Background: an optimization exercise with open tools, aiming at a short achievable clock period and few clock cycles. Do not read the settings as production practice.
The RTL was checked by simulation tests, not by an equivalence proof against the original design.
Power and IR drop assume default switching activity.

==> run.sh <==
#!/bin/bash
# synth_recipe.tcl (not shown) runs the flow's synth.tcl, then flattens the netlist and writes it again
# the make line also repeats each setting of config.mk as NAME=value (left out here)
make -C /OpenROAD-flow-scripts/flow DESIGN_CONFIG=/design/flow/config.mk WORK_HOME=/design/flow/orfs CLKGATE_MAP_FILE= SYNTH_SCRIPT=/design/flow/synth_recipe.tcl finish
==> config.mk <==
export PLATFORM = sky130hd
export DESIGN_NAME = io_dma
export DESIGN_NICKNAME = io_dma
export VERILOG_FILES = /design/flow/design.v
export SDC_FILE = /design/flow/constraint.sdc
export NUM_CORES = 4
export LEC_CHECK = 0
export ABC_CLOCK_PERIOD_IN_PS = 2000
export CAP_MARGIN = 20
export CORE_MARGIN = 2
export CORE_UTILIZATION = 55
export CTS_CLUSTER_DIAMETER = 120
export CTS_CLUSTER_SIZE = 22
export SETUP_SLACK_MARGIN = 4.0
export SLEW_MARGIN = 20
==> constraint.sdc <==
create_clock -name core_clock -period 6.0 [get_ports {clk}]
set_input_delay 1.2000 -clock core_clock [delete_from_list [all_inputs] [get_ports {clk}]]
set_output_delay 1.2000 -clock core_clock [all_outputs]
set_load 0.01 [all_outputs]
==> design.v <==
`default_nettype none
package dma_pkg;
   localparam int NUM_CPUS        = 2;
   localparam int NUM_CH          = 4;
   localparam int ADDR_W          = 22;
   localparam int WORD_W          = 64;
   localparam int HALF_W          = 16;
   localparam int A_W             = 24;
   localparam int HALVES_PER_WORD = 4;
   localparam logic [9:0] OP_WRITE_CA  = 10'o0010;
   localparam logic [9:0] OP_WRITE_CL  = 10'o0011;
   localparam logic [6:0] OP_CHAN_READ = 7'o033;
   localparam int CH_SEL_BASE = 8;
   typedef logic [1:0] ch_idx_t;
   typedef union packed {
      struct packed {
         logic [9:0] op;
         logic [5:0] fld;
      } wr;
      struct packed {
         logic [6:0] op;
         logic [2:0] i;
         logic [5:0] jk;     
      } rd;
   } instr_u;
   typedef struct packed {
      instr_u         instr;
      logic           mon_mode;
      logic           vld;
      logic [A_W-1:0] aj;
      logic [A_W-1:0] ak;
   } cpu_req_t;
   typedef enum logic [1:0] {NONE, WR_CA, WR_CL, RD} cpu_op_e;
   typedef struct packed {
      cpu_op_e           kind;
      logic              is_int;
      ch_idx_t           ch;
      logic              chan_ok;
      logic [ADDR_W-1:0] val;
   } cpu_op_t;
   typedef struct packed {
      logic              req;
      logic              wr;
      logic [ADDR_W-1:0] addr;
      logic [WORD_W-1:0] data;
   } mem_req_t;
   localparam int CPU_REQ_W = 16 + 1 + 1 + 2*A_W;       
   localparam int CPU_OP_W  = 2 + 1 + 2 + 1 + ADDR_W;   
endpackage
`default_nettype wire
`timescale 1ns/1ps
`default_nettype none
module chan_rx #(
   parameter int DEPTH = 4
) (
   input  wire         clk,
   input  wire         rst,
   input  wire [15:0]  i_data,
   input  wire         i_vld,
   output logic        o_rdy,
   input  wire         i_pop,
   output logic        o_avail,
   output logic [63:0] o_head
);
   localparam int PW = $clog2(DEPTH);
   logic             take;
   logic [1:0]       hc;
   logic [63:0]      fifo [DEPTH];
   logic [PW-1:0]    wp, rp;
   logic [PW:0]      cnt, cnt_n;
   logic             push;
   logic             rdy_i;    
   assign take    = i_vld && rdy_i;
   assign push    = take && (hc == 2'd3);
   assign cnt_n   = cnt + (PW+1)'(push) - (PW+1)'(i_pop);
   assign o_avail = (cnt != '0);
   assign o_head  = fifo[rp];
   always_ff @(posedge clk)
   begin
      if (take)
         fifo[wp][63 - 16*hc -: 16] <= i_data;
   end
   always_ff @(posedge clk)
   begin
      if (rst)
      begin
         hc     <= '0;
         wp     <= '0;
         rp     <= '0;
         cnt    <= '0;
         o_rdy  <= 1'b0;
         rdy_i  <= 1'b0;
      end
      else
      begin
         if (take)
            hc <= hc + 2'd1;
         if (push)
            wp <= wp + PW'(1);
         if (i_pop)
            rp <= rp + PW'(1);
         cnt   <= cnt_n;
         o_rdy <= (cnt_n < (PW+1)'(DEPTH));
         rdy_i <= (cnt_n < (PW+1)'(DEPTH));
      end
   end
endmodule
`default_nettype wire
`timescale 1ns/1ps
`default_nettype none
module chan_tx #(
   parameter int DEPTH = 4
) (
   input  wire         clk,
   input  wire         rst,
   input  wire         i_wr,
   input  wire [63:0]  i_word,
   output logic        o_load,
   output logic [15:0] o_data,
   output logic        o_vld,
   input  wire         i_rdy
);
   localparam int PW = $clog2(DEPTH);
   logic [63:0]      sreg;
   logic [1:0]       hc;
   logic [63:0]      fifo [DEPTH];
   logic [PW-1:0]    wp, rp;
   logic [PW:0]      cnt;
   logic             sent;
   logic             busy;     
   assign o_data = sreg[63:48];    
   assign sent   = busy && i_rdy;
   assign o_load = (!busy || (sent && hc == 2'd3)) && (cnt != '0);
   always_ff @(posedge clk)
   begin
      if (i_wr)
         fifo[wp] <= i_word;
      if (rst)
         sreg <= '0;    
      else if (o_load)
         sreg <= fifo[rp];
      else if (sent)
         sreg <= {sreg[47:0], 16'h0};
   end
   always_ff @(posedge clk)
   begin
      if (rst)
      begin
         o_vld <= 1'b0;
         busy  <= 1'b0;
         hc    <= '0;
         wp    <= '0;
         rp    <= '0;
         cnt   <= '0;
      end
      else
      begin
         o_vld <= (o_vld && !(i_rdy && hc == 2'd3)) || (cnt != '0);
         if (o_load)
         begin
            busy  <= 1'b1;
            hc    <= '0;
            rp    <= rp + PW'(1);
         end
         else if (sent)
         begin
            hc <= hc + 2'd1;
            if (hc == 2'd3)
               busy <= 1'b0;
         end
         if (i_wr)
            wp <= wp + PW'(1);
         cnt <= cnt + (PW+1)'(i_wr) - (PW+1)'(o_load);
      end
   end
endmodule
`default_nettype wire
`timescale 1ns/1ps
`default_nettype none
module io_dma #(
   parameter int DI = 4,    
   parameter int DO = 2     
) (
   input  wire         clk,
   input  wire         rst,
   input  wire [15:0]  cpu0_instr,
   input  wire         cpu0_mon,
   input  wire         cpu0_vld,
   input  wire [23:0]  cpu0_aj,
   input  wire [23:0]  cpu0_ak,
   output logic [23:0] cpu0_ai,
   input  wire [15:0]  cpu1_instr,
   input  wire         cpu1_mon,
   input  wire         cpu1_vld,
   input  wire [23:0]  cpu1_aj,
   input  wire [23:0]  cpu1_ak,
   output logic [23:0] cpu1_ai,
   input  wire [15:0]  in0_data,
   input  wire [15:0]  in1_data,
   input  wire [1:0]   in_vld,
   output wire [1:0]   in_rdy,
   output wire [15:0]  out0_data,
   output wire [15:0]  out1_data,
   output wire [1:0]   out_vld,
   input  wire [1:0]   out_rdy,
   output logic        mem_req,
   output logic        mem_wr,
   output logic [21:0] mem_addr,
   output logic [63:0] mem_wdata,
   input  wire         mem_ack,
   input  wire [63:0]  mem_rdata
);
   localparam int OW = $clog2(DO) + 1;
   logic        d0_wca, d0_wcl, d0_rd, d0_any;
   logic        d1_wca, d1_wcl, d1_rd;
   logic        win;
   logic        s_rd, s_ok, s_int;
   logic        s_wca, s_wcl;
   logic [21:0] s_val;
   logic [3:0][21:0] cl;
   logic [1:0]  s_ch;
   assign d0_wca = cpu0_vld && cpu0_mon && (cpu0_instr[15:6] == 10'o0010);
   assign d0_wcl = cpu0_vld && cpu0_mon && (cpu0_instr[15:6] == 10'o0011);
   assign d0_rd  = cpu0_vld && cpu0_mon && (cpu0_instr[15:9] == 7'o033);
   assign d1_wca = cpu1_vld && cpu1_mon && (cpu1_instr[15:6] == 10'o0010);
   assign d1_wcl = cpu1_vld && cpu1_mon && (cpu1_instr[15:6] == 10'o0011);
   assign d1_rd  = cpu1_vld && cpu1_mon && (cpu1_instr[15:9] == 7'o033);
   assign d0_any = d0_wca || d0_wcl || d0_rd;
   always_ff @(posedge clk)
   begin
      win   <= !d0_any;
      s_rd  <= !rst && (d0_any ? d0_rd  : d1_rd);
      s_wca <= !rst && (d0_any ? d0_wca : d1_wca);
      s_wcl <= !rst && (d0_any ? d0_wcl : d1_wcl);
      s_val <= d0_any ? cpu0_ak[21:0] : cpu1_ak[21:0];
      s_ok  <= d0_any ? (cpu0_aj[23:2] == 22'd2) : (cpu1_aj[23:2] == 22'd2);
      s_ch  <= d0_any ? cpu0_aj[1:0] : cpu1_aj[1:0];
      s_int <= d0_any ? (cpu0_instr[5:0] == 6'd0) : (cpu1_instr[5:0] == 6'd0);
   end
   logic [3:0][21:0] ca;       
   logic [3:0]       lastf;    
   logic [3:0]       more;     
   logic [3:0]       intp;     
   logic [3:0][OW-1:0] res;    
   logic             any_int;
   logic [1:0]       int_idx;
   always_comb
   begin
      any_int = |intp;
      int_idx = 2'd0;
      for (int i = 3; i >= 0; i--)
         if (intp[i])
            int_idx = 2'(i);
   end
   logic [1:0]       rx_avail, rx_pop, tx_load, tx_wr;
   logic [1:0][63:0] rx_head;
   chan_rx #(.DEPTH(DI)) u_rx0 (.clk(clk), .rst(rst), .i_data(in0_data), .i_vld(in_vld[0]),
      .o_rdy(in_rdy[0]), .i_pop(rx_pop[0]), .o_avail(rx_avail[0]), .o_head(rx_head[0]));
   chan_rx #(.DEPTH(DI)) u_rx1 (.clk(clk), .rst(rst), .i_data(in1_data), .i_vld(in_vld[1]),
      .o_rdy(in_rdy[1]), .i_pop(rx_pop[1]), .o_avail(rx_avail[1]), .o_head(rx_head[1]));
   chan_tx #(.DEPTH(DO)) u_tx0 (.clk(clk), .rst(rst), .i_wr(tx_wr[0]), .i_word(mem_rdata),
      .o_load(tx_load[0]), .o_data(out0_data), .o_vld(out_vld[0]), .i_rdy(out_rdy[0]));
   chan_tx #(.DEPTH(DO)) u_tx1 (.clk(clk), .rst(rst), .i_wr(tx_wr[1]), .i_word(mem_rdata),
      .o_load(tx_load[1]), .o_data(out1_data), .o_vld(out_vld[1]), .i_rdy(out_rdy[1]));
   logic [3:0]  elig;
   logic [1:0]  last_g;
   logic [3:0]  gsel;          
   logic [3:0]  g_q;           
   logic        g_v;
   logic [1:0]  sv;            
   logic        wptr, rptr;
   logic [1:0]        s_wr_q, s_last_q;
   logic [1:0][1:0]   s_ch_q;
   logic [1:0][21:0]  s_addr_q;
   logic [1:0][63:0]  s_data_q;
   logic        push;
   logic        g_byp, issue;
   logic        m_busy, m_isw;    
   logic [1:0]  g_idx;
   logic [21:0] g_addr;
   logic        g_last;
   assign elig[0] = more[0] && rx_avail[0];
   assign elig[2] = more[2] && rx_avail[1];
   assign elig[1] = more[1] && (res[1] != OW'(DO));
   assign elig[3] = more[3] && (res[3] != OW'(DO));
   always_comb
   begin
      logic [1:0] idx;
      logic [3:0] em;
      em = ((elig & 4'b1010) != '0) ? (elig & 4'b1010) : elig;
      gsel = '0;
      for (int k = 4; k >= 1; k--)
      begin
         idx = last_g + 2'(k);
         if (em[idx])
            gsel = 4'b0001 << idx;
      end
   end
   always_comb
   begin
      g_addr = '0;
      g_last = 1'b0;
      for (int k = 0; k < 4; k++)
      begin
         g_addr   = g_addr | ({22{g_q[k]}} & ca[k]);
         g_last   = g_last | (g_q[k] & lastf[k]);
      end
      g_idx = {g_q[3] | g_q[2], g_q[3] | g_q[1]};
   end
   assign g_byp     = g_v && !m_busy && !sv[rptr];
   assign push      = g_v && !g_byp && !sv[wptr];
   assign issue     = g_byp || push;
   assign rx_pop[0] = issue && g_q[0];
   assign rx_pop[1] = issue && g_q[2];
   logic [1:0] m_ch;
   logic       m_last;
   logic       load;
   logic       ack;
   assign ack  = m_busy && mem_ack;
   assign load = !m_busy || mem_ack;
   assign tx_wr[0] = ack && !m_isw && !m_ch[1];
   assign tx_wr[1] = ack && !m_isw &&  m_ch[1];
   always_ff @(posedge clk)
   begin
      if (rst)
      begin
         mem_wr    <= 1'b0;
         mem_addr  <= '0;
         mem_wdata <= '0;
      end
      else if (g_byp)
      begin
         mem_wr    <= g_q[0] | g_q[2];
         mem_addr  <= g_addr;
         mem_wdata <= g_q[2] ? rx_head[1] : rx_head[0];
      end
      else if (load)
      begin
         mem_wr    <= s_wr_q[rptr];
         mem_addr  <= s_addr_q[rptr];
         mem_wdata <= s_data_q[rptr];
      end
      if (g_byp)
      begin
         m_isw     <= g_q[0] | g_q[2];
         m_ch      <= g_idx;
         m_last    <= g_last;
      end
      else if (load)
      begin
         m_isw     <= s_wr_q[rptr];
         m_ch      <= s_ch_q[rptr];
         m_last    <= s_last_q[rptr];
      end
      if (push)
      begin
         s_wr_q[wptr]   <= g_q[0] | g_q[2];
         s_addr_q[wptr] <= g_addr;
         s_data_q[wptr] <= g_q[2] ? rx_head[1] : rx_head[0];
         s_ch_q[wptr]   <= g_idx;
         s_last_q[wptr] <= g_last;
      end
      for (int i = 0; i < 4; i++)
         lastf[i] <= (ca[i] + 22'd1 == cl[i]);
   end
   always_ff @(posedge clk)
   begin
      if (rst)
      begin
         mem_req <= 1'b0;
         m_busy  <= 1'b0;
         sv      <= '0;
         wptr    <= 1'b0;
         rptr    <= 1'b0;
         last_g  <= 2'd3;
         g_v     <= 1'b0;
         g_q     <= '0;
         intp    <= '0;
         more    <= '0;
         res     <= '0;
         for (int i = 0; i < 4; i++)
         begin
            ca[i]   <= '0;
            cl[i]   <= '0;
         end
         cpu0_ai <= '0;
         cpu1_ai <= '0;
      end
      else
      begin
         mem_req <= sv[rptr] || g_byp || (mem_req && !mem_ack);
         if (load)
         begin
            m_busy <= sv[rptr] || g_byp;
            if (sv[rptr])
            begin
               sv[rptr] <= 1'b0;
               rptr     <= !rptr;
            end
         end
         if (!g_v)
         begin
            g_v <= |elig;
            g_q <= gsel;
         end
         else if (issue)
            g_v <= 1'b0;
         if (push)
         begin
            sv[wptr] <= 1'b1;
            wptr     <= !wptr;
         end
         if (issue)
         begin
            last_g   <= g_idx;
            for (int i = 0; i < 4; i++)
               if (g_q[i])
               begin
                  ca[i]   <= ca[i] + 22'd1;
                  more[i] <= !lastf[i];
               end
         end
         for (int p = 0; p < 2; p++)
            res[2*p+1] <= res[2*p+1] + OW'(issue && g_q[2*p+1]) - OW'(tx_load[p]);
         for (int i = 0; i < 4; i++)
            if ((ack && m_last && m_ch == 2'(i)) ||
                (intp[i] && !(s_rd && s_int && int_idx == 2'(i))))
               intp[i] <= 1'b1;
            else
               intp[i] <= 1'b0;
         for (int i = 0; i < 4; i++)
         begin
            if (s_ok && s_wca && s_ch == 2'(i))
            begin
               ca[i]   <= s_val;
               more[i] <= (s_val != cl[i]);
            end
            if (s_ok && s_wcl && s_ch == 2'(i))
               cl[i] <= s_val;
         end
         if (s_rd)
         begin
            if (s_int)
            begin
               if (!win) cpu0_ai <= any_int ? 24'(8 + int_idx) : 24'd0;
               else      cpu1_ai <= any_int ? 24'(8 + int_idx) : 24'd0;
            end
            else
            begin
               if (!win) cpu0_ai <= s_ok ? {2'b00, ca[s_ch]} : 24'd0;
               else      cpu1_ai <= s_ok ? {2'b00, ca[s_ch]} : 24'd0;
            end
         end
      end
   end
endmodule
`default_nettype wire
==> summary.md, run 1 <==
| Metric | Value |
|---|---|
| CP cell instances | `mux2_4, o21bai_4, buf_12, nand3_4, inv_8, ha_4, inv_2, ha_4, inv_2, fa_2, xor2_2, xnor2_2, and2_1` |
| Worst-path clk slew | `0.09 ns` |
| CP startpoint kind | `flop` |
| Crit path time final | `2.51 ns` |
| Clock sinks | `1488` |
| First-pass DRT Iterations | `5` |
| Clock tree buffer depth | `3` |
| Synth warn | `3` |
| R2r setup slk | `3.49 ns` |
| Post-synth EDFFs | `952` |
| Die H | `345 µm` |
| Post-Synthesis Cell Area | `0.0638 mm²` |
| Vias in the first global route | `43000` |
| PnR worst setup slack | `3.49 ns` |
| Sequential fraction of the synthesis area | `61.7%` |
| Asr flop ratio synth | `0%` |
| First-pass GRT wire length | `293000 µm` |
| DIE AREA | `0.119 mm²` |
| GRT Resource Usage Total | `33.6%` |
| Layout Area Growth over Synthesis | `27.7%` |
| Layout Cells excl Fill | `7286` |
| Total Neg Setup Slack | `0 ns` |
| Synth Register Bits | `1488` |
| CP Data Required Time | `6.60 ns` |
| Antenna violations before repair | `12` |
| Ports | `407` |
| Post-synth top cells | `952 x edfxtp_1, 536 x dfxtp_1, 477 x nand2_1` |
| H-tree depth | `3` |
| Final Hold Fails | `0` |
| WL met1 | `81700 µm` |
| Hold depth | `2` |
| Final cycle utilization of the critical path | `41.9%` |
| Drt drc | `0` |
| R2r worst-path depth | `13` |
| P_leak | `0.0278 µW` |
| DR WL met2 | `97100 µm` |
| Max-Cap Viols | `0` |
| Delay-heaviest family, CP | `adder cells` |
| DP Area | `0.0692 mm²` |
| HP Class | `reg -> reg` |
| Placed Cells | `6636` |
| Core area | `0.115 mm²` |
| Die Span X | `345 µm` |
| Dpl ws | `1.97 ns` |
| Power Dens Cells | `255 mW/mm²` |
| Worst rel slew slack | `34.1%` |
| Main flop type after synthesis | `edfxtp_1` |
| Reg-to-reg endpoint | `u_rx0.o_rdy` |
| Top area cells in the synthesized netlist | `edfxtp_1 45%, dfxtp_1 17%, mux4_2 5.3%` |
| CP Data Arrival Time | `3.11 ns` |
| Synth area leader | `edfxtp_1` |
| Reg2reg start | `rptr` |
| Most frequent cell after synthesis | `edfxtp_1` |
| GP Congestion | `0.932` |
| DPL Wire Length | `115000 µm` |
| CP peak stage delay | `0.36 ns` |
| Crit Path Category | `reg -> reg` |
| Post-DRT Antenna Nets | `0` |
| Count of pins over their slew limit | `0` |
| Top sig layer | `met5` |
| Average cell area after synthesis | `12.5 µm²` |
| Vias per cell | `6.36` |
| Slew at the pin closest to its max-slew limit | `0.987 ns` |
| CP max-delay cell | `dfxtp_4` |
| Worst Skew | `0.0389 ns` |
| Worst Hold End | `mem_wdata[13]` |
| Peak Freq | `398 MHz` |
| Drt wl/cell | `28.4 µm` |
| Via count | `46400` |
| Drt total wl | `207000 µm` |
| Final cell area excluding filler cells | `0.0814 mm²` |
| Worst Path Buf+Inv | `4` |
| RSZ-0062 raised after global routing | `true` |
| Proportion of layout cells with a drive suffix above 1 | `32.1%` |
| Met3 WL | `18000 µm` |
| Status | `finished clean` |
| Top cell type's share of synthesized area | `44.8%` |
| Hold_sp | `mem_wdata[13]` |
| Nets | `5987` |
| Worst skew pair latency | `0.71 ns` |
| Synth cell types | `91` |
| Peak VDD IR | `0.000282 V` |
| CTS Buf Count | `77` |
| Fin util | `71.0%` |
| Initial Utilization | `55.6%` |
| Grt ovf | `0` |
| Post-Synthesis Cells | `5107` |
| Root buf cell | `clkbuf_16` |
| Drt first-iter violations | `4804` |
| Crit path max fanout | `3` |
| Port Buffers | `398` |
| CP Capture Type | `flop` |
| Setup-failing EPs final | `0` |
| Site Rows | `124` |
| Largest net degree at the start of global routing | `155` |
| TritonCTS clock tree | `built` |
==> cell usage in the layout (no fill, tap or decap), types with 55 or more instances in the layout <==
cell	instances
a211oi_1	93
a211oi_2	70
a21oi_1	204
a221oi_2	73
a311oi_1	106
and2_1	58
and3_1	100
buf_12	105
buf_4	323
buf_6	211
clkbuf_16	83
clkdlybuf4s50_1	210
dfxtp_1	271
dfxtp_2	167
dfxtp_4	98
edfxtp_1	952
mux2i_1	136
mux4_2	150
nand2_1	458
nand3_1	140
nand4_1	55
nor2_1	290
nor2_4	65
nor2b_1	109
xnor2_1	208
xor2_1	62
==> power breakdown <==
part | internal, µW | leakage (µW) | switching [µW]
Combinational | 1350 | 0.0136 | 1820
Clock | 2560 | 0.00108 | 3340
Sequential | 11300 | 0.0132 | 434
Total | 15200 | 0.0278 | 5590
==> layout make-up <==
type / instances / area [µm²]
flip-flops and latches: 1488 / 39900
fillers: 7846 / 33300
multi-input cells: 3143 / 26000
repair buffers: 942 / 11000
clock buffers: 135 / 2230
well taps: 1512 / 1890
inverters: 57 / 294
clock inverters: 3 / 55.1
repair inverters: 3 / 32.5
diodes: 3 / 7.51
==> repair_timing <==
action                                  in CTS  in global routing
resized for setup                         1609                389
setup buffers                              272                161
cloned                                      67                  9
pin swaps                                  182                159
hold buffers                                 0                  0
endpoints found under the hold margin        0                  0
endpoints found under the setup margin    2009               1236
==> how the worst max path moves through the flow <==
stage / start / endpoint / slack (ns) / cells after the start
2_1_floorplan: rptr / flop / 2.89 / 7
5_1_grt: rptr / u_rx1.o_rdy / 3.42 / 13
3_3_place_gp: mem_ack / mem_wdata[29] / 1.96 / 8
6_report: rptr / u_rx0.o_rdy / 3.49 / 13
4_1_cts: rptr / u_rx0.o_rdy / 3.50 / 13
3_5_place_dp: mem_ack / mem_wdata[33] / 1.97 / 8
==> worst min-delay path, delay by kind of cell, from the launching register on <==
| family | cells | cell delay (ns) |
|---|---|---|
| compound gates | 1 | 0.05 |
| simple gates | 1 | 0.05 |
| flops | 1 | 0.33 |
==> stage by stage <==
stage	power, µW	hold WS (ns)
floorplan	14000	0.437
global placement	14700	0.442
detailed placement	14700	0.444
CTS	20700	0.464
global route	21500	0.487
finish	20800	0.457
==> cells by family after synthesis <==
group / synth area share [%]
and+or+nand+nor: 12.1
DFF: 61.7
AOI/OAI and AO/OA: 8.98
buffers and inverters: 3.41
muxes: 9.09
xor gates and xnor gates: 3.93
adders and majority gates: 0.808
other: 0.00588
==> metal layers <==
layer	global-route usage (%)	vias to the layer above
met4	14.0	6
li1	-	20200
met2	53.5	2271
met1	46.4	23400
met5	0	-
met3	5.15	423
Testbench counts, summed over its fixed seeds: cycles 3,217.
==> run 2: changes to the inputs <==
--- a/design.v
+++ b/design.v
@@ -123,4 +123,5 @@
    localparam int PW = $clog2(DEPTH);
    logic [63:0]      sreg;
+   logic [15:0]      top_s;    
    logic [1:0]       hc;
    logic [63:0]      fifo [DEPTH];
@@ -137,9 +138,21 @@
          fifo[wp] <= i_word;
       if (rst)
-         sreg <= '0;    
+         sreg[63:48] <= '0;    
       else if (o_load)
-         sreg <= fifo[rp];
+         sreg[63:48] <= fifo[rp][63:48];
       else if (sent)
-         sreg <= {sreg[47:0], 16'h0};
+         sreg[63:48] <= sreg[47:32];
+      else
+         sreg[63:48] <= top_s;
+      if (o_load)
+      begin
+         sreg[47:0] <= fifo[rp][47:0];
+         top_s      <= fifo[rp][63:48];
+      end
+      else if (sent)
+      begin
+         sreg[47:0] <= {sreg[31:0], 16'h0};
+         top_s      <= sreg[47:32];
+      end
    end
    always_ff @(posedge clk)
@@ -156,5 +169,5 @@
       else
       begin
-         o_vld <= (o_vld && !(i_rdy && hc == 2'd3)) || (cnt != '0);
+         o_vld <= (busy && !(i_rdy && hc == 2'd3)) || (cnt != '0);
          if (o_load)
          begin
@@ -244,4 +257,5 @@
    logic [3:0][OW-1:0] res;    
    logic             any_int;
+   logic [23:0]      rd_res;
    logic [1:0]       int_idx;
    always_comb
@@ -253,4 +267,11 @@
             int_idx = 2'(i);
    end
+   always_comb
+   begin
+      if (s_int)
+         rd_res = any_int ? 24'(8 + int_idx) : 24'd0;
+      else
+         rd_res = s_ok ? {2'b00, ca[s_ch]} : 24'd0;
+   end
    logic [1:0]       rx_avail, rx_pop, tx_load, tx_wr;
    logic [1:0][63:0] rx_head;
@@ -313,4 +334,6 @@
    assign rx_pop[0] = issue && g_q[0];
    assign rx_pop[1] = issue && g_q[2];
+   logic [21:0] m_addr_s;
+   logic [63:0] m_wdata_s;
    logic [1:0] m_ch;
    logic       m_last;
@@ -341,4 +364,20 @@
          mem_wdata <= s_data_q[rptr];
       end
+      else
+      begin
+         mem_wr    <= m_isw;
+         mem_addr  <= m_addr_s;
+         mem_wdata <= m_wdata_s;
+      end
+      if (g_byp)
+      begin
+         m_addr_s  <= g_addr;
+         m_wdata_s <= g_q[2] ? rx_head[1] : rx_head[0];
+      end
+      else if (load)
+      begin
+         m_addr_s  <= s_addr_q[rptr];
+         m_wdata_s <= s_data_q[rptr];
+      end
       if (g_byp)
       begin
@@ -389,5 +428,5 @@
       else
       begin
-         mem_req <= sv[rptr] || g_byp || (mem_req && !mem_ack);
+         mem_req <= sv[rptr] || g_byp || (m_busy && !mem_ack);
          if (load)
          begin
@@ -439,17 +478,6 @@
                cl[i] <= s_val;
          end
-         if (s_rd)
-         begin
-            if (s_int)
-            begin
-               if (!win) cpu0_ai <= any_int ? 24'(8 + int_idx) : 24'd0;
-               else      cpu1_ai <= any_int ? 24'(8 + int_idx) : 24'd0;
-            end
-            else
-            begin
-               if (!win) cpu0_ai <= s_ok ? {2'b00, ca[s_ch]} : 24'd0;
-               else      cpu1_ai <= s_ok ? {2'b00, ca[s_ch]} : 24'd0;
-            end
-         end
+         cpu0_ai <= win ? 24'd0 : rd_res;
+         cpu1_ai <= win ? rd_res : 24'd0;
       end
    end
==> summary.md, run 2 <==
| Metric | Value |
|---|---|
| Status | `finished clean` |
| Asr flop ratio synth | `0% (unchanged)` |
| Port Buffers | `398 (unchanged)` |
| Layout Cells excl Fill | `7222 (-0.88%)` |
| Final Hold Fails | `0 (unchanged)` |
| CP Capture Type | `flop` |
| Ports | `407 (unchanged)` |
| Die H | `350 µm (+1.6%)` |
| P_leak | `0.0281 µW (+1.2%)` |
| GP Congestion | `0.919 (-1.3%)` |
| Synth Register Bits | `1606 (+7.9%)` |
| HP Class | `reg -> reg` |
| Power Dens Cells | `273 mW/mm² (+6.9%)` |
| Crit path max fanout | `5 (+2)` |
| Synth warn | `3 (unchanged)` |
| Average cell area after synthesis | `13.2 µm² (+5.6%)` |
| Reg-to-reg endpoint | `ca[80]` |
| Nets | `5821 (-2.8%)` |
| Clock tree buffer depth | `3 (unchanged)` |
| Worst Path Buf+Inv | `8 (+4)` |
| CP dominant cell by count | `buf_6` |
| Delay-heaviest family, CP | `buffers and inverters` |
| Die Span X | `350 µm (+1.6%)` |
| Top area cells in the synthesized netlist | `edfxtp_1 48%, dfxtp_1 17%, mux4_2 5.1%` |
| CP Data Required Time | `6.61 ns (about the same)` |
| Via count | `43600 (-6.0%)` |
| RSZ-0062 raised after global routing | `true` |
| Vias in the first global route | `40500 (-5.9%)` |
| Most frequent cell after synthesis | `edfxtp_1` |
| First-pass GRT wire length | `273000 µm (-6.9%)` |
| Post-Synthesis Cells | `4989 (-2.3%)` |
| DPL Wire Length | `108000 µm (-6.5%)` |
| Synth area leader | `edfxtp_1` |
| TritonCTS clock tree | `built` |
| Worst-path clk slew | `0.10 ns (about the same)` |
| Final cycle utilization of the critical path | `41.6% (-0.24 points)` |
| DIE AREA | `0.122 mm² (+3.1%)` |
| Clock sinks | `1606 (+7.9%)` |
| Site Rows | `126 (+1.6%)` |
| Synth cell types | `81 (-11%)` |
| CP cell instances | `mux2i_2, o21bai_4, buf_12, buf_6, buf_8, buf_6, buf_6, buf_6, nand3_4, inv_8, buf_12, nand4_1, xor2_1, a211oi_1` |
| Commonest non-fill, non-tap cell in the layout | `edfxtp_1` |
| Layout Area Growth over Synthesis | `24.2%` |
| Vias per cell | `6.03 (-5.2%)` |
| Drt wl/cell | `27.0 µm (-4.9%)` |
| CP startpoint kind | `flop` |
| H-tree depth | `3 (unchanged)` |
| Proportion of layout cells with a drive suffix above 1 | `28.7% (-3.4 points)` |
| Post-synth top cells | `1047 x edfxtp_1, 559 x dfxtp_1, 454 x nand2_1` |
| GRT Resource Usage Total | `30.5% (-3.1 points)` |
| Max-Cap Viols | `0 (unchanged)` |
| Count of pins over their slew limit | `0 (unchanged)` |
| Drt total wl | `195000 µm (-5.7%)` |
| Slew at the pin closest to its max-slew limit | `1.07 ns (+0.0818 ns)` |
| CTS Buf Count | `82 (+6.5%)` |
| Post-DRT Antenna Nets | `0 (unchanged)` |
| Peak VDD IR | `0.000294 V (+4.5%)` |
| Setup-failing EPs final | `0 (unchanged)` |
| Drt drc | `0 (unchanged)` |
| Grt ovf | `0 (unchanged)` |
| Worst Skew | `0.0316 ns (-0.00733 ns)` |
| Crit path time final | `2.50 ns (-0.0147 ns)` |
| Crit Path Category | `reg -> reg` |
| R2r worst-path depth | `14 (+1)` |
| Placed Cells | `6665 (+0.44%)` |
| Hold_sp | `cl[3]` |
| Worst Hold End | `cl[3]` |
| Initial Utilization | `55.6% (about the same)` |
| Drt first-iter violations | `4786 (-0.37%)` |
| Total Neg Setup Slack | `0 ns (unchanged)` |
| CP max-delay cell | `dfxtp_1` |
| Peak Freq | `400 MHz (+0.59%)` |
| Reg2reg start | `wptr` |
| Post-synth EDFFs | `1047 (+10%)` |
| R2r setup slk | `3.50 ns (about the same)` |
| Worst skew pair latency | `0.71 ns (about the same)` |
| Most frequent cells in the layout | `1047 x edfxtp_1, 387 x nand2_1, 373 x dfxtp_1, 319 x nor2_1, 293 x mux2i_1` |
| Main flop type after synthesis | `edfxtp_1` |
| Post-Synthesis Cell Area | `0.0658 mm² (+3.2%)` |
| Largest net degree at the start of global routing | `132 (-15%)` |
| Worst rel slew slack | `28.7% (-5.5 points)` |
| Antenna violations before repair | `26 (+14)` |
| Sequential fraction of the synthesis area | `64.8% (+3.1 points)` |
| Top cell type's share of synthesized area | `47.8% (+3.0 points)` |
| CP Data Arrival Time | `3.11 ns (about the same)` |
| Hold depth | `2 (unchanged)` |
| Root buf cell | `clkbuf_16` |
| Core area | `0.118 mm² (+3.3%)` |
| First-pass DRT Iterations | `6 (+1)` |
| CP peak stage delay | `0.41 ns (+0.05 ns)` |
run 2: cell count changes after synthesis, moves of 75 or more:
cell      before   now
o21ai_0       64   203
edfxtp_1     952  1047
a311oi_1     112    15
nand3_1      153    52
a211oi_1     163    78
mux2i_1      138   296
a221oi_1      83     8
run 2: worst min-delay path: stages (launching register included):
cell	delay (ns)
dfxtp_1	0.35
nand2_1	0.06
a21oi_1	0.05
run 2: worst max path at each step:
stage               cells past startpoint          endpoint  slack (ns)   startpoint
floorplan                               4  u_tx0.fifo[0][0]        3.09      mem_ack
global placement                       11      u_tx0.cnt[1]        1.80   out_rdy[0]
detailed placement                     11      u_tx0.cnt[1]        1.77   out_rdy[0]
CTS                                     1         in_rdy[1]        3.52  u_rx1.o_rdy
global route                           14            ca[80]        3.40         wptr
finish                                 14            ca[80]        3.50         wptr
run 2: area by class of cell:
class | instances | area [µm²]
sequential | 1606 | 43100
inverter | 68 | 343
fill | 8297 | 36700
clock buffer | 143 | 2340
timing repair buffer | 835 | 9580
antenna | 13 | 32.5
tap | 1600 | 2000
multi-input combinational | 2950 | 24300
timing repair inverter | 3 | 33.8
clock inverter | 4 | 63.8
run 2: what timing repair did:
| item | in CTS | in global routing |
|---|---|---|
| endpoints found under the setup margin | 2052 | 1025 |
| setup buffers | 251 | 71 |
| hold buffers | 0 | 0 |
| cloned | 50 | 25 |
| resized for setup | 1439 | 392 |
| pin swaps | 133 | 130 |
run 2: through the flow:
| step | worst slack [ns] | utilization [%] | hold WS [ns] | total power, µW | cell area [µm²] |
|---|---|---|---|---|---|
| after floorplan | 3.09 | - | 0.467 | 15200 | 67200 |
| after global placement | 1.80 | 60.3 | 0.479 | 16000 | 71400 |
| after detailed placement | 1.77 | 60.3 | 0.487 | 16000 | 71400 |
| after CTS | 3.52 | 66.6 | 0.499 | 22300 | 78900 |
| after global routing | 3.40 | 69.0 | 0.519 | 23100 | 81700 |
| final | 3.50 | 69.0 | 0.499 | 22300 | 81700 |
run 2: logic make-up (layout without fill, tap and decap cells):
group	after synthesis	count (layout)	synth area share (%)
DFF	1606	1606	64.8
muxes	536	536	11.2
xor gates and xnor gates	292	292	3.89
adders and majority gates	41	41	0.799
and+or+nand+nor	1422	1443	10.5
AOI/OAI and AO/OA	634	634	5.91
buffers and inverters	457	1053	2.92
other	1	17	0.00570
run 2: layer usage:
| layer | wire [µm] | part of all wire, % | track usage, % | up-vias |
|---|---|---|---|---|
| met2 | 89100 | 46 | 46.4 | 1870 |
| met4 | 6080 | 3.1 | 8.86 | 20 |
| met5 | 113 | 0.058 | 0 | - |
| li1 | - | - | - | 19300 |
| met1 | 83000 | 43 | 45.3 | 22000 |
| met3 | 17000 | 8.7 | 5.13 | 309 |
run 2: power by group:
part           total [µW]  switching [µW]  internal (µW)
sequential          13000             360          12600
clock                6240            3540           2690
combinational        3120            1810           1310
Testbench counts of run 2, summed over its fixed seeds: cycles 3,217.
==> run 3: changes to the inputs <==
--- a/design.v
+++ b/design.v
@@ -330,6 +330,6 @@
    end
    assign g_byp     = g_v && !m_busy && !sv[rptr];
-   assign push      = g_v && !g_byp && !sv[wptr];
-   assign issue     = g_byp || push;
+   assign push      = g_v && !g_byp;
+   assign issue     = g_v;
    assign rx_pop[0] = issue && g_q[0];
    assign rx_pop[1] = issue && g_q[2];
@@ -440,5 +440,5 @@
          if (!g_v)
          begin
-            g_v <= |elig;
+            g_v <= |elig && (sv != 2'b11);
             g_q <= gsel;
          end
==> summary.md, run 3 <==
| Metric | Value |
|---|---|
| GP Congestion | `0.883 (-4.0%)` |
| First-pass GRT wire length | `256000 µm (-6.0%)` |
| Core area | `0.118 mm² (-0.13%)` |
| Drt drc | `0 (unchanged)` |
| CP startpoint kind | `flop` |
| R2r worst-path depth | `7 (-7)` |
| CP Capture Type | `primary output` |
| Initial Utilization | `55.5% (about the same)` |
| Most frequent cell after synthesis | `edfxtp_1` |
| Post-synth EDFFs | `1047 (unchanged)` |
| Synth Register Bits | `1606 (unchanged)` |
| Synth cell types | `87 (+7.4%)` |
| Asr flop ratio synth | `0% (unchanged)` |
| Peak VDD IR | `0.000301 V (+2.3%)` |
| Sequential fraction of the synthesis area | `64.9% (+0.12 points)` |
| Port Buffers | `398 (unchanged)` |
| Dpl ws | `1.54 ns (-0.220 ns)` |
| Slew at the pin closest to its max-slew limit | `0.925 ns (-0.144 ns)` |
| CTS Buf Count | `82 (unchanged)` |
| Synth area leader | `edfxtp_1` |
| Site Rows | `126 (unchanged)` |
| Root buf cell | `clkbuf_16` |
| Clock tree buffer depth | `3 (unchanged)` |
| Worst Skew | `0.0291 ns (-0.00247 ns)` |
| Proportion of layout cells with a drive suffix above 1 | `26.1% (-2.6 points)` |
| GRT Resource Usage Total | `28.3% (-2.2 points)` |
| Max-Cap Viols | `0 (unchanged)` |
| Drt wl/cell | `25.5 µm (-5.7%)` |
| CP Data Arrival Time | `1.23 ns (-1.88 ns)` |
| Reg2reg start | `ca[24]` |
| Commonest non-fill, non-tap cell in the layout | `edfxtp_1` |
| Grt ovf | `0 (unchanged)` |
| Count of pins over their slew limit | `0 (unchanged)` |
| Setup-failing EPs final | `0 (unchanged)` |
| Nets | `5687 (-2.3%)` |
| Total Neg Setup Slack | `0 ns (unchanged)` |
| Synth warn | `3 (unchanged)` |
| Final Hold Fails | `0 (unchanged)` |
| PnR worst setup slack | `3.57 ns (+0.0662 ns)` |
| TritonCTS clock tree | `built` |
| Status | `finished clean` |
| Top cell type's share of synthesized area | `47.9% (+0.088 points)` |
| Post-DRT Antenna Nets | `0 (unchanged)` |
| Layout Area Growth over Synthesis | `19.9%` |
| Crit path max fanout | `2 (-3)` |
| Worst Hold End | `cl[23]` |
| Via count | `41500 (-4.8%)` |
| CP cell instances | `buf_6` |
| Antenna violations before repair | `28 (+7.7%)` |
| Crit path time final | `2.43 ns (-0.0662 ns)` |
| RSZ-0062 raised after global routing | `true` |
| Ports | `407 (unchanged)` |
| Hold_sp | `cl[23]` |
| Vias per cell | `5.91 (-2.0%)` |
| Vias in the first global route | `39200 (-3.0%)` |
| Worst skew pair latency | `0.71 ns (about the same)` |
| Average cell area after synthesis | `13.2 µm² (+0.42%)` |
| Clock sinks | `1606 (unchanged)` |
| Top area cells in the synthesized netlist | `edfxtp_1 48%, dfxtp_1 17%, mux4_2 5.1%` |
| Final cycle utilization of the critical path | `40.5% (-1.1 points)` |
| First-pass DRT Iterations | `6 (unchanged)` |
| DIE AREA | `0.122 mm² (-0.18%)` |
| Die Span X | `350 µm (about the same)` |
| Power Dens Cells | `281 mW/mm² (+2.9%)` |
| Most frequent cells in the layout | `1047 x edfxtp_1, 408 x nand2_1, 350 x dfxtp_1, 316 x nor2_1, 288 x mux2i_1` |
| Hold Buf Count CTS | `0 (unchanged)` |
| Post-Synthesis Cells | `4959 (-0.60%)` |
| Die H | `350 µm (about the same)` |
| Drt total wl | `179000 µm (-8.4%)` |
| H-tree depth | `3 (unchanged)` |
| R2r setup slk | `3.71 ns (+0.21 ns)` |
| Main flop type after synthesis | `edfxtp_1` |
| CP Data Required Time | `4.80 ns (-1.81 ns)` |
| Crit Path Category | `reg -> out` |
| Reg-to-reg endpoint | `lastf[1]` |
| Peak Freq | `411 MHz (+2.7%)` |
| # fillers | `8634 (+4.1%)` |
| Worst Path Buf+Inv | `1 (-7)` |
| CP max-delay cell | `dfxtp_4` |
| Worst rel slew slack | `38.1% (+9.4 points)` |
| Worst-path clk slew | `0.09 ns (about the same)` |
| HP Class | `reg -> reg` |
| P_leak | `0.0276 µW (-2.0%)` |
| Largest net degree at the start of global routing | `145 (+9.8%)` |
| Drt first-iter violations | `4079 (-15%)` |
| DPL Wire Length | `105000 µm (-2.1%)` |
| CP peak stage delay | `0.42 ns (about the same)` |
| Hold depth | `2 (unchanged)` |
| Post-Synthesis Cell Area | `0.0657 mm² (-0.18%)` |
| Delay-heaviest family, CP | `flip-flops` |
| Post-synth top cells | `1047 x edfxtp_1, 559 x dfxtp_1, 484 x nand2_1` |
==> run 3: what timing repair did <==
action	4_1_cts	5_1_grt
gates cloned	24	8
buffers inserted	167	79
endpoints found under the setup margin	2165	796
pin swaps	54	60
gates resized for setup	1288	354
==> run 3: cell families after synthesis <==
kind of cell	synth area share [%]
compound gates	5.70
xor+xnor	3.93
fa+ha+maj	0.800
flops	64.9
other cells	0.00571
mux	11.2
buf+inv	2.93
simple gates	10.6
==> run 3: report_power, final <==
part	leakage, µW	switching [µW]	internal, µW	total [µW]
Clock	0.00113	3470	2650	6120
Sequential	0.0143	390	12600	13000
Combinational	0.0121	1710	1310	3030
Total	0.0276	5570	16600	22100
==> run 3: through the flow <==
step	cells	util (%)	power (µW)	cell area (µm²)	hold slack (ns)
after floorplan	4962	-	15200	67100	0.467
after global placement	6586	60.2	15900	71200	0.482
after detailed placement	6586	60.2	16000	71200	0.487
after CTS	6925	64.8	22200	76700	0.500
after global routing	7012	66.6	22900	78800	0.517
final	7015	66.6	22100	78800	0.501
==> run 3: layer usage <==
metal | track usage (%) | share of wire, %
met1 | 42.7 | 44
met5 | 0 | 0.055
met2 | 43.7 | 46
met3 | 4.13 | 7.5
met4 | 6.54 | 2.5
==> run 3: how the worst max path moves through the flow <==
| stage | cells past startpoint | to | startpoint | slack [ns] |
|---|---|---|---|---|
| finish | 1 | in_rdy[0] | u_rx0.o_rdy | 3.57 |
| global route | 1 | in_rdy[0] | u_rx0.o_rdy | 3.51 |
| CTS | 1 | in_rdy[0] | u_rx0.o_rdy | 3.52 |
| detailed placement | 11 | u_tx0.cnt[1] | out_rdy[0] | 1.54 |
| global placement | 11 | u_tx0.cnt[1] | out_rdy[0] | 1.57 |
| floorplan | 2 | u_tx1.fifo[0][0] | mem_ack | 3.08 |
==> run 3: area by class of cell <==
type                            instances  area (µm²)  area share [%]
Sequential cell                      1606       43100            54.7
Antenna cell                            3        7.51         0.00953
Clock buffer                          143        2300            2.92
Multi-Input combinational cell       2931       23300            29.6
Clock inverter                          5        70.1          0.0889
Timing Repair inverter                  1        11.3          0.0143
Inverter                               59         278           0.353
Timing Repair Buffer                  731        7800            9.91
Tap cell                             1536        1920            2.44
Testbench counts of run 3, summed over its fixed seeds: cycles 3,219.
==> run 4: changes to the inputs <==
--- a/config.mk
+++ b/config.mk
@@ -6,5 +6,5 @@
 export NUM_CORES = 4
 export LEC_CHECK = 0
-export ABC_CLOCK_PERIOD_IN_PS = 2000
+export ABC_CLOCK_PERIOD_IN_PS = 1500
 export CAP_MARGIN = 20
 export CORE_MARGIN = 2
@@ -12,4 +12,4 @@
 export CTS_CLUSTER_DIAMETER = 120
 export CTS_CLUSTER_SIZE = 22
-export SETUP_SLACK_MARGIN = 4.0
+export SETUP_SLACK_MARGIN = 5.0
 export SLEW_MARGIN = 20
==> summary.md, run 4 <==
| Metric | Value |
|---|---|
| Synth Register Bits | `1606 (unchanged)` |
| Drt first-iter violations | `6435 (+58%)` |
| Asr flop ratio synth | `0% (unchanged)` |
| Nets | `6376 (+12%)` |
| Final cycle utilization of the critical path | `41.1% (+0.54 points)` |
| Synth area leader | `edfxtp_1` |
| CP cell instances | `buf_6` |
| CP max-delay cell | `dfxtp_4` |
| GRT Resource Usage Total | `38.5% (+10 points)` |
| HP Class | `reg -> reg` |
| Post-synth EDFFs | `1047 (unchanged)` |
| Crit Path Category | `reg -> out` |
| DPL Wire Length | `108000 µm (+2.6%)` |
| Die H | `350 µm (unchanged)` |
| Crit path time final | `2.46 ns (+0.0324 ns)` |
| Worst rel slew slack | `52.4% (+14 points)` |
| Top cell type's share of synthesized area | `47.9% (unchanged)` |
| CP peak stage delay | `0.43 ns (about the same)` |
| Fin util | `81.1% (+14 points)` |
| Largest net degree at the start of global routing | `52 (-64%)` |
| DIE AREA | `0.122 mm² (unchanged)` |
| Die Span X | `350 µm (unchanged)` |
| Worst Skew | `0.0354 ns (+0.00627 ns)` |
| Core area | `0.118 mm² (unchanged)` |
| Synth Area in Simple Gates | `10.6% (unchanged)` |
| Root buf cell | `clkbuf_16` |
| Most frequent cells in the layout | `1047 x edfxtp_1, 436 x buf_6, 270 x dfxtp_1, 267 x nand2_1, 265 x mux2i_1` |
| Delay-heaviest family, CP | `flip-flops` |
| Via count | `49600 (+20%)` |
| Clock sinks | `1606 (unchanged)` |
| TritonCTS clock tree | `built` |
| Most frequent cell after synthesis | `edfxtp_1` |
| Worst skew pair latency | `0.72 ns (about the same)` |
| CP Data Required Time | `4.80 ns (about the same)` |
| Power Dens Cells | `269 mW/mm² (-4.4%)` |
| Peak VDD IR | `0.000277 V (-7.8%)` |
| Commonest non-fill, non-tap cell in the layout | `edfxtp_1` |
| PnR worst setup slack | `3.54 ns (-0.0324 ns)` |
| Setup-failing EPs final | `0 (unchanged)` |
| CTS Buf Count | `82 (unchanged)` |
| Status | `finished clean` |
| CP Data Arrival Time | `1.26 ns (+0.03 ns)` |
| Ports | `407 (unchanged)` |
| Reg2reg start | `ca[7]` |
| Post-Synthesis Cell Area | `0.0657 mm² (unchanged)` |
| Site Rows | `126 (unchanged)` |
| Drt wl/cell | `32.4 µm (+27%)` |
| Average cell area after synthesis | `13.2 µm² (unchanged)` |
| Hold_sp | `s_val[0]` |
| Power, Total | `25800 µW (+16%)` |
| Synth cell types | `87 (unchanged)` |
| Post-synthesis adder-cell area fraction | `0.800% (unchanged)` |
| DR WL met2 | `112000 µm (+37%)` |
| Max-Cap Viols | `0 (unchanged)` |
| R2r setup slk | `3.60 ns (-0.11 ns)` |
| Hold depth | `2 (unchanged)` |
| Vias per cell | `6.43 (+8.9%)` |
| R2r worst-path depth | `6 (-1)` |
| Initial Utilization | `55.5% (unchanged)` |
| Drt total wl | `249000 µm (+39%)` |
| WL met1 | `92700 µm (+17%)` |
| Vias in the first global route | `46600 (+19%)` |
| Count of pins over their slew limit | `0 (unchanged)` |
| P_leak | `0.0342 µW (+24%)` |
| Crit path max fanout | `3 (+1)` |
| XOR/XNOR Fraction of Synth Area | `3.93% (unchanged)` |
| First-pass GRT wire length | `336000 µm (+31%)` |
| CP startpoint kind | `flop` |
| Slew at the pin closest to its max-slew limit | `0.713 ns (-0.212 ns)` |
| CP Capture Type | `primary output` |
| Reg-to-reg endpoint | `lastf[0]` |
| Post-Synthesis Cells | `4959 (unchanged)` |
| Layout Area Growth over Synthesis | `46.0%` |
| Total Neg Setup Slack | `0 ns (unchanged)` |
| Worst Hold End | `cl[22]` |
| Post-synth top cells | `1047 x edfxtp_1, 559 x dfxtp_1, 484 x nand2_1` |
| Proportion of layout cells with a drive suffix above 1 | `50.0% (+24 points)` |
| Grt ovf | `0 (unchanged)` |
| Port Buffers | `398 (unchanged)` |
| Sequential fraction of the synthesis area | `64.9% (unchanged)` |
| Dpl ws | `1.65 ns (+0.103 ns)` |
| GP Congestion | `0.935 (+5.9%)` |
| Hold Slack | `0.505 ns (+0.00457 ns)` |
| Main flop type after synthesis | `edfxtp_1` |
| H-tree depth | `3 (unchanged)` |
| Top area cells in the synthesized netlist | `edfxtp_1 48%, dfxtp_1 17%, mux4_2 5.1%` |
| First-pass DRT Iterations | `6 (unchanged)` |
| Synth warn | `3 (unchanged)` |
| Met3 WL | `30500 µm (+130%)` |
| Worst Path Buf+Inv | `1 (unchanged)` |
| Peak Freq | `406 MHz (-1.3%)` |
| Post-DRT Antenna Nets | `0 (unchanged)` |
| Main combinational cell family by area after synthesis | `multiplexers` |
| Fraction of synthesized area in multiplexers | `11.2% (unchanged)` |
| Drt drc | `0 (unchanged)` |
| Final Hold Fails | `0 (unchanged)` |
| Antenna violations before repair | `20 (-29%)` |
| Top sig layer | `met5` |
| Clock tree buffer depth | `3 (unchanged)` |
| Worst-path clk slew | `0.10 ns (about the same)` |
| RSZ-0062 raised after global routing | `true` |
| Compound-Gate Fraction of Synth Area | `5.70% (unchanged)` |
==> run 4: cell types whose count changed in the layout (fill, tap and decap cells not counted), moves of 124 or more <==
cell,previous run,this run
buf_12,33,201
buf_6,159,436
nor2_1,316,165
a21oi_2,16,140
nand2_1,408,267
buf_16,28,177
a21oi_1,166,38
==> run 4: kinds of logic (layout without fill, tap and decap cells) <==
family,after synthesis,count (layout)
compound gates,621,621
xor+xnor,295,295
fa+ha+maj,41,41
buf+inv,432,1582
flops,1606,1606
mux,533,533
other cells,1,9
simple gates,1430,1484
==> run 4: worst max path at each step <==
stage                                   to  slack [ns]  cells past startpoint         from
after floorplan           u_tx1.fifo[0][0]        3.08                      2      mem_ack
after global placement        u_tx1.cnt[1]        1.65                     11   out_rdy[1]
after detailed placement      u_tx1.cnt[1]        1.65                     11   out_rdy[1]
after CTS                        in_rdy[1]        3.53                      1  u_rx1.o_rdy
after global routing             in_rdy[1]        3.50                      1  u_rx1.o_rdy
final                            in_rdy[1]        3.54                      1  u_rx1.o_rdy
==> run 4: final cells by class <==
class,count,area (µm²)
sequential,1606,43300
multi-input combinational,2978,28500
tap,1536,1920
clock buffer,145,2350
fill,6151,22400
inverter,59,298
timing repair buffer,1372,19400
clock inverter,4,63.8
timing repair inverter,2,32.5
antenna,5,12.5
==> run 4: timing repair <==
action,in CTS,in global routing
pin swaps,333,314
endpoints found under the setup margin,2821,2715
gates resized for setup,2662,723
hold buffers,0,0
gates cloned,228,14
buffers inserted,577,156
==> run 4: tightest hold or removal path: stages (launching register included) <==
cell and delay, ns:
dfxtp_2 0.37, nand2_2 0.07, a21oi_2 0.04
==> run 4: where the power goes <==
group	total, µW	internal (µW)	switching (µW)
clock	6340	2700	3640
sequential	13100	12600	524
combinational	6290	3150	3140
total	25800	18500	7300
==> run 4: per-stage QoR <==
step / area [µm²] / std cells
finish: 95900 / 7707
global route: 95800 / 7703
CTS: 91600 / 7532
detailed placement: 72800 / 6578
global placement: 72800 / 6578
floorplan: 69800 / 4962
==> run 4: metal layers <==
layer  up-vias  global-route usage [%]
met5         -                       0
met2      3417                    58.4
li1      20500                       -
met1     24800                    53.6
met4        26                    15.6
met3       806                    9.20
==> run 5: changes to the inputs <==
==> config.mk (replaced) <==
export PLATFORM = sky130hd
export DESIGN_NAME = io_dma
export DESIGN_NICKNAME = io_dma
export VERILOG_FILES = /design/flow/design.v
export SDC_FILE = /design/flow/constraint.sdc
export NUM_CORES = 4
export LEC_CHECK = 0
export ABC_CLOCK_PERIOD_IN_PS = 2000
export CAP_MARGIN = 20
export CORE_MARGIN = 2
export CORE_UTILIZATION = 55
export CTS_CLUSTER_DIAMETER = 100
export CTS_CLUSTER_SIZE = 26
export SETUP_SLACK_MARGIN = 4.0
export SLEW_MARGIN = 20
==> summary.md, run 5 <==
| Metric | Value |
|---|---|
| Clock sinks | `1606 (unchanged)` |
| Worst rel slew slack | `38.9% (-14 points)` |
| Grt ovf | `0 (unchanged)` |
| CP Data Required Time | `4.80 ns (about the same)` |
| Most frequent cell after synthesis | `edfxtp_1` |
| Hold Slack | `0.503 ns (-0.00233 ns)` |
| Vias in the first global route | `39000 (-16%)` |
| CP Capture Type | `primary output` |
| Layout Cells excl Fill | `6997 (-9.2%)` |
| Asr flop ratio synth | `0% (unchanged)` |
| Count of pins over their slew limit | `0 (unchanged)` |
| Drt total wl | `179000 µm (-28%)` |
| Sequential fraction of the synthesis area | `64.9% (unchanged)` |
| Vias per cell | `5.91 (-8.1%)` |
| H-tree depth | `3 (unchanged)` |
| Worst skew pair latency | `0.71 ns (about the same)` |
| Post-Synthesis Cells | `4959 (unchanged)` |
| Final Hold Fails | `0 (unchanged)` |
| Power Dens Cells | `279 mW/mm² (+3.7%)` |
| TritonCTS clock tree | `built` |
| Ports | `407 (unchanged)` |
| Drt first-iter violations | `3856 (-40%)` |
| Layout Area Growth over Synthesis | `19.6%` |
| CTS Buf Count | `72 (-12%)` |
| Main flop type after synthesis | `edfxtp_1` |
| Worst-path clk slew | `0.10 ns (about the same)` |
| DPL Wire Length | `105000 µm (-2.6%)` |
| Status | `finished clean` |
| First-pass DRT Iterations | `7 (+1)` |
| Top area cells in the synthesized netlist | `edfxtp_1 48%, dfxtp_1 17%, mux4_2 5.1%` |
| Synth area leader | `edfxtp_1` |
| Site Rows | `126 (unchanged)` |
| GP Congestion | `0.883 (-5.6%)` |
| Setup-failing EPs final | `0 (unchanged)` |
| Post-synth EDFFs | `1047 (unchanged)` |
| Clock tree buffer depth | `3 (unchanged)` |
| Placed Cells | `6586 (+0.12%)` |
| Drt drc | `0 (unchanged)` |
| CP startpoint kind | `flop` |
| Via count | `41300 (-17%)` |
| Initial Utilization | `55.5% (unchanged)` |
| Drt wl/cell | `25.7 µm (-21%)` |
| Peak Freq | `407 MHz (+0.38%)` |
| RSZ-0062 raised after global routing | `true` |
| Post-DRT Antenna Nets | `0 (unchanged)` |
| DIE AREA | `0.122 mm² (unchanged)` |
| Crit path time final | `2.45 ns (-0.00936 ns)` |
| Most frequent cells in the layout | `1047 x edfxtp_1, 405 x nand2_1, 351 x dfxtp_1, 316 x nor2_1, 288 x mux2i_1` |
| Commonest non-fill, non-tap cell in the layout | `edfxtp_1` |
| Peak VDD IR | `0.000262 V (-5.6%)` |
| Synth Register Bits | `1606 (unchanged)` |
| Slew at the pin closest to its max-slew limit | `0.914 ns (+0.201 ns)` |
| Crit path max fanout | `2 (-1)` |
| GRT Resource Usage Total | `28.3% (-10 points)` |
| CP cell instances | `buf_6` |
| Fin util | `66.4% (-15 points)` |
| First-pass GRT wire length | `256000 µm (-24%)` |
| Core area | `0.118 mm² (unchanged)` |
| P_leak | `0.0274 µW (-20%)` |
| Synth cell types | `87 (unchanged)` |
| # fillers | `8709 (+42%)` |
| HP Class | `reg -> reg` |
| CP Data Arrival Time | `1.25 ns (about the same)` |
| Average cell area after synthesis | `13.2 µm² (unchanged)` |
| Largest net degree at the start of global routing | `145 (+180%)` |
| Delay-heaviest family, CP | `flip-flops` |
| Proportion of layout cells with a drive suffix above 1 | `26.2% (-24 points)` |
| Root buf cell | `clkbuf_16` |
| Total Neg Setup Slack | `0 ns (unchanged)` |
| Crit Path Category | `reg -> out` |
| CP max-delay cell | `dfxtp_4` |
| Nets | `5673 (-11%)` |
| Synth warn | `3 (unchanged)` |
| Die Span X | `350 µm (unchanged)` |
| Final cycle utilization of the critical path | `40.9% (-0.16 points)` |
| Worst Skew | `0.0250 ns (-0.0103 ns)` |
| Post-synth top cells | `1047 x edfxtp_1, 559 x dfxtp_1, 484 x nand2_1` |
| Die H | `350 µm (unchanged)` |
| Port Buffers | `398 (unchanged)` |
| Worst Path Buf+Inv | `1 (unchanged)` |
| CP peak stage delay | `0.43 ns (about the same)` |
| Max-Cap Viols | `0 (unchanged)` |
| Antenna violations before repair | `25 (+25%)` |
| Hold Buf Count CTS | `0 (unchanged)` |
| Top cell type's share of synthesized area | `47.9% (unchanged)` |
| Post-Synthesis Cell Area | `0.0657 mm² (unchanged)` |
## run 5: cell counts after synthesis
Identical to the previous run, type by type.
## run 5: report_power, final
part	internal (µW)	leakage (µW)	switching, µW
clock network	2390	0.00103	3440
logic	1320	0.0121	1730
registers	12600	0.0143	387
total	16300	0.0274	5560
## run 5: per-layer routing
| metal | GRT usage [%] | wire [µm] | vias up |
|---|---|---|---|
| met1 | 42.8 | 79800 | 20800 |
| met3 | 3.83 | 13000 | 223 |
| li1 | - | - | 18900 |
| met2 | 43.2 | 81800 | 1462 |
| met4 | 7.83 | 4810 | 14 |
| met5 | 0 | 88 | - |
## run 5: layout make-up
class | instances | area, µm² | share of cell area (%)
clock buffers | 120 | 2030 | 2.59
flip-flops and latches | 1606 | 43100 | 54.9
well taps | 1536 | 1920 | 2.45
clock inverters | 9 | 115 | 0.147
multi-input cells | 2931 | 23300 | 29.7
inverters | 59 | 274 | 0.349
repair inverters | 1 | 11.3 | 0.0143
diodes | 8 | 20.0 | 0.0255
repair buffers | 727 | 7770 | 9.90
## run 5: kinds of logic (layout without fill, tap and decap cells)
family,count (synthesis),after routing,synth area share [%]
buffers and inverters,432,916,2.93
multiplexers,533,533,11.2
AND/OR/NAND/NOR,1430,1437,10.6
adder cells (fa/ha/maj),41,41,0.800
AO/OA/AOI/OAI,621,621,5.70
other,1,12,0.00571
flip-flops,1606,1606,64.9
XOR/XNOR,295,295,3.93
## run 5: worst min-delay path: cells and delay by family (launching register included)
family | cells | cell delay, ns
AND/OR/NAND/NOR | 1 | 0.06
AO/OA/AOI/OAI | 1 | 0.05
flip-flops | 1 | 0.35
## run 5: what timing repair did
| action | 4_1_cts | 5_1_grt |
|---|---|---|
| pin swaps | 53 | 66 |
| buffers inserted | 150 | 88 |
| endpoints found under the setup margin | 2159 | 778 |
| resized for setup | 1275 | 357 |
| cloned | 25 | 11 |
## run 5: final timing paths
check                   start        end  slack (ns)  cells after the start
setup / recovery  u_rx0.o_rdy  in_rdy[0]        3.55                      1
hold / removal         cl[70]     cl[70]        0.50                      2
setup reg to reg       ca[24]   lastf[1]        3.71                      7
hold reg to reg        cl[70]     cl[70]        0.50                      2
## run 5: metrics by stage
stage | instance area [µm²] | setup slack, ns | total power [µW]
floorplan | 67100 | 3.08 | 15200
global placement | 71200 | 1.57 | 15900
detailed placement | 71200 | 1.54 | 16000
CTS | 76300 | 3.52 | 21900
global route | 78500 | 3.52 | 22600
finish | 78500 | 3.55 | 21900
==> run 6: changes to the inputs <==
--- a/design.v
+++ b/design.v
@@ -101,5 +101,5 @@
             rp <= rp + PW'(1);
          cnt   <= cnt_n;
-         o_rdy <= (cnt_n < (PW+1)'(DEPTH));
+         o_rdy <= (cnt_n != (PW+1)'(DEPTH));
          rdy_i <= (cnt_n < (PW+1)'(DEPTH));
       end
--- a/config.mk
+++ b/config.mk
@@ -10,6 +10,6 @@
 export CORE_MARGIN = 2
 export CORE_UTILIZATION = 55
-export CTS_CLUSTER_DIAMETER = 100
-export CTS_CLUSTER_SIZE = 26
+export CTS_CLUSTER_DIAMETER = 120
+export CTS_CLUSTER_SIZE = 22
 export SETUP_SLACK_MARGIN = 4.0
 export SLEW_MARGIN = 20
==> summary.md, run 6 <==
| Metric | Value |
|---|---|
| Root buf cell | `clkbuf_16` |
| Delay-heaviest family, CP | `flip-flops` |
| Peak Freq | `412 MHz (+1.2%)` |
| Final cycle utilization of the critical path | `40.4% (-0.47 points)` |
| Average cell area after synthesis | `13.1 µm² (-0.83%)` |
| Nets | `5714 (+0.72%)` |
| Setup-failing EPs final | `0 (unchanged)` |
| Layout Cells excl Fill | `7108 (+1.6%)` |
| Largest net degree at the start of global routing | `114 (-21%)` |
| Synth area leader | `edfxtp_1` |
| Clock sinks | `1608 (+0.12%)` |
| CTS Buf Count | `83 (+15%)` |
| Most frequent cell after synthesis | `edfxtp_1` |
| CP Capture Type | `primary output` |
| First-pass GRT wire length | `262000 µm (+2.4%)` |
| GP Congestion | `0.917 (+3.9%)` |
| H-tree depth | `3 (unchanged)` |
| Placed Cells | `6686 (+1.5%)` |
| Sequential fraction of the synthesis area | `64.8% (-0.087 points)` |
| Port Buffers | `398 (unchanged)` |
| GRT Resource Usage Total | `29.0% (+0.71 points)` |
| Synth Register Bits | `1608 (+0.12%)` |
| Crit path max fanout | `1 (-1)` |
| DIE AREA | `0.122 mm² (+0.23%)` |
| CP Data Required Time | `4.80 ns (about the same)` |
| CP peak stage delay | `0.41 ns (-0.02 ns)` |
| CP max-delay cell | `dfxtp_4` |
| RSZ-0062 raised after global routing | `true` |
| Ports | `407 (unchanged)` |
| Worst skew pair latency | `0.71 ns (about the same)` |
| Worst Skew | `0.0289 ns (+0.00385 ns)` |
| Commonest non-fill, non-tap cell in the layout | `edfxtp_1` |
| Clock power share | `28.0% (+1.3 points)` |
| Total Neg Setup Slack | `0 ns (unchanged)` |
| Logic gate share of total power | `13.9% (about the same)` |
| Max-Cap Viols | `0 (unchanged)` |
| Synth cell types | `75 (-14%)` |
| Status | `finished clean` |
| Drt wl/cell | `25.8 µm (+0.43%)` |
| Worst-path clk slew | `0.09 ns (about the same)` |
| Power, Total | `22300 µW (+1.9%)` |
| Peak VDD IR | `0.000250 V (-4.6%)` |
| Crit path time final | `2.43 ns (-0.0282 ns)` |
| Antenna violations before repair | `35 (+40%)` |
| Vias per cell | `5.95 (+0.75%)` |
| Top area cells in the synthesized netlist | `edfxtp_1 48%, dfxtp_1 17%, mux4_2 5.1%` |
| Worst Path Buf+Inv | `1 (unchanged)` |
| Drt first-iter violations | `4459 (+16%)` |
| Switching Fraction | `25.3% (-0.10 points)` |
| Int Power | `16700 µW (+2.0%)` |
| Vias in the first global route | `39500 (+1.4%)` |
| Switching pwr | `5640 µW (+1.5%)` |
| Final Hold Fails | `0 (unchanged)` |
| Via count | `42300 (+2.3%)` |
| First-pass DRT Iterations | `5 (-2)` |
| CP cell instances | `buf_6` |
| Asr flop ratio synth | `0% (unchanged)` |
| Die Span X | `350 µm (+0.11%)` |
| Worst rel slew slack | `31.8% (-7.1 points)` |
| P_leak | `0.0273 µW (-0.62%)` |
| Die H | `350 µm (+0.11%)` |
| Core area | `0.118 mm² (+0.13%)` |
| Slew at the pin closest to its max-slew limit | `1.02 ns (+0.106 ns)` |
| Synth warn | `3 (unchanged)` |
| Drt total wl | `183000 µm (+2.0%)` |
| DPL Wire Length | `106000 µm (+0.32%)` |
| Crit Path Category | `reg -> out` |
| Post-DRT Antenna Nets | `0 (unchanged)` |
| CP Data Arrival Time | `1.23 ns (-0.02 ns)` |
| Proportion of layout cells with a drive suffix above 1 | `25.7% (-0.49 points)` |
| Grt ovf | `0 (unchanged)` |
| Post-Synthesis Cell Area | `0.0658 mm² (+0.23%)` |
| Post-synth top cells | `1047 x edfxtp_1, 561 x dfxtp_1, 497 x nand2_1` |
| Post-Synthesis Cells | `5012 (+1.1%)` |
| Drt drc | `0 (unchanged)` |
| Site Rows | `126 (unchanged)` |
| Power Dens Cells | `282 mW/mm² (+1.3%)` |
| CP startpoint kind | `flop` |
| TritonCTS clock tree | `built` |
| Count of pins over their slew limit | `0 (unchanged)` |
| Top cell type's share of synthesized area | `47.8% (-0.11 points)` |
| Clock tree buffer depth | `3 (unchanged)` |
| Initial Utilization | `55.6% (about the same)` |
| Most frequent cells in the layout | `1047 x edfxtp_1, 409 x nand2_1, 387 x dfxtp_1, 329 x nor2_1, 295 x mux2i_1` |
| Layout Area Growth over Synthesis | `20.0%` |
| HP Class | `reg -> reg` |
| Main flop type after synthesis | `edfxtp_1` |
| Sequential share of power | `58.2% (-1.2 points)` |
| Post-synth EDFFs | `1047 (unchanged)` |
run 6: cell count changes in the layout (fill, tap and decap cells not counted), moves of 9 or more:
cell and delta:
dfxtp_1 +36, buf_6 -19, clkbuf_1 +13, dfxtp_2 -40, nand3_1 -10, o21ai_0 -9, buf_2 +23, buf_4 -10
nor2_1 +13
run 6: what timing repair did:
action,CTS,global route
gates cloned,31,8
hold buffers,0,0
pin swaps,57,48
gates resized for setup,1329,313
buffers inserted,164,65
endpoints found under the setup margin,2002,980
run 6: path summary, 6_finish.rpt:
path | depth (start not counted) | to | start | slack, ns
setup / recovery | 1 | out0_data[5] | u_tx0.sreg[53] | 3.57
hold / removal | 2 | cl[44] | cl[44] | 0.50
setup reg to reg | 7 | lastf[2] | ca[50] | 3.79
hold reg to reg | 2 | cl[44] | cl[44] | 0.50
run 6: kinds of logic after synthesis:
logic type      after synthesis  share of synthesized area [%]
mux                         537                           11.2
buf+inv                     452                           2.91
compound gates              634                           5.80
flops                      1608                           64.8
fa+ha+maj                    40                          0.783
simple gates               1446                           10.6
other cells                   1                        0.00570
xor+xnor                    294                           3.91
run 6: tightest hold or removal path, cell delays in order (launching register included):
cell and delay, ns:
dfxtp_1 0.35, nand2_1 0.06, a21oi_1 0.05
run 6: final cells by class:
| cell class | instances | area, µm² |
|---|---|---|
| clock buffer | 142 | 2320 |
| sequential | 1608 | 43100 |
| antenna | 5 | 12.5 |
| fill | 8699 | 39400 |
| timing repair buffer | 719 | 7520 |
| inverter | 60 | 284 |
| multi-input combinational | 2967 | 23600 |
| clock inverter | 7 | 130 |
| tap | 1600 | 2000 |
run 6: metrics by stage:
stage / hold slack, ns / worst slack [ns] / utilization, % / cell area (µm²)
after floorplan: 0.468 / 3.10 / - / 67200
after global placement: 0.481 / 1.88 / 60.3 / 71400
after detailed placement: 0.487 / 1.85 / 60.3 / 71400
after CTS: 0.501 / 3.52 / 65.1 / 77100
after global routing: 0.531 / 3.52 / 66.7 / 79000
final: 0.502 / 3.57 / 66.7 / 79000
run 6: routing by layer:
metal / track usage, % / routed length, µm / vias to the layer above
li1: - / - / 19000
met1: 43.7 / 79900 / 21200
met2: 43.5 / 82600 / 1772
met3: 4.60 / 15300 / 286
met4: 8.59 / 5240 / 22
met5: 0 / 147 / -
run 6: power by group through the flow:
stage	logic [µW]	clock network (µW)	registers, µW
after detailed placement	2820	0	13200
after CTS	3050	6330	13000
final	3090	6230	13000
after floorplan	2170	0	13000
after global placement	2750	0	13200
after global routing	3340	6720	13000
Testbench counts of run 6, summed over its fixed seeds: cycles 3,219.

## port drivers added, routing unchanged
The flow's constraints put no driver on any port. The routed layouts listed below were extracted and timed again, unchanged, in two steps.
Step 1: set_driving_cell puts a clkbuf_16 on clk and a buf_2 on each other input, an assumption about the parent block.
Step 2, shift: input delay + t, output delay - t, t = (earliest + latest rising clock arrival at the registers) / 2. This alone moves slack from input paths to output paths.
Three values: ideal ports, drivers, drivers and shift; two values: the first two.
run | t, ns | slack for setup (ns) | worst register clock-pin slew, ns
run 1 | 0.766 | 3.487 / 3.481 / 3.174 | 0.11 / 0.11
run 2 | 0.776 | 3.502 / 3.471 / 3.091 | 0.10 / 0.10
run 3 | 0.766 | 3.568 / 3.493 / 3.107 | 0.10 / 0.10
run 4 | 0.791 | 3.536 / 3.452 / 3.077 | 0.11 / 0.11
run 5 | 0.772 | 3.545 / 3.469 / 3.192 | 0.11 / 0.11
run 6 | 0.775 | 3.573 / 3.494 / 3.108 | 0.10 / 0.10
After both steps setup and hold are still met in every run listed. For run 6, which loses most, drivers alone change the setup slack by -0.079 ns; drivers and shift together by -0.465 ns.
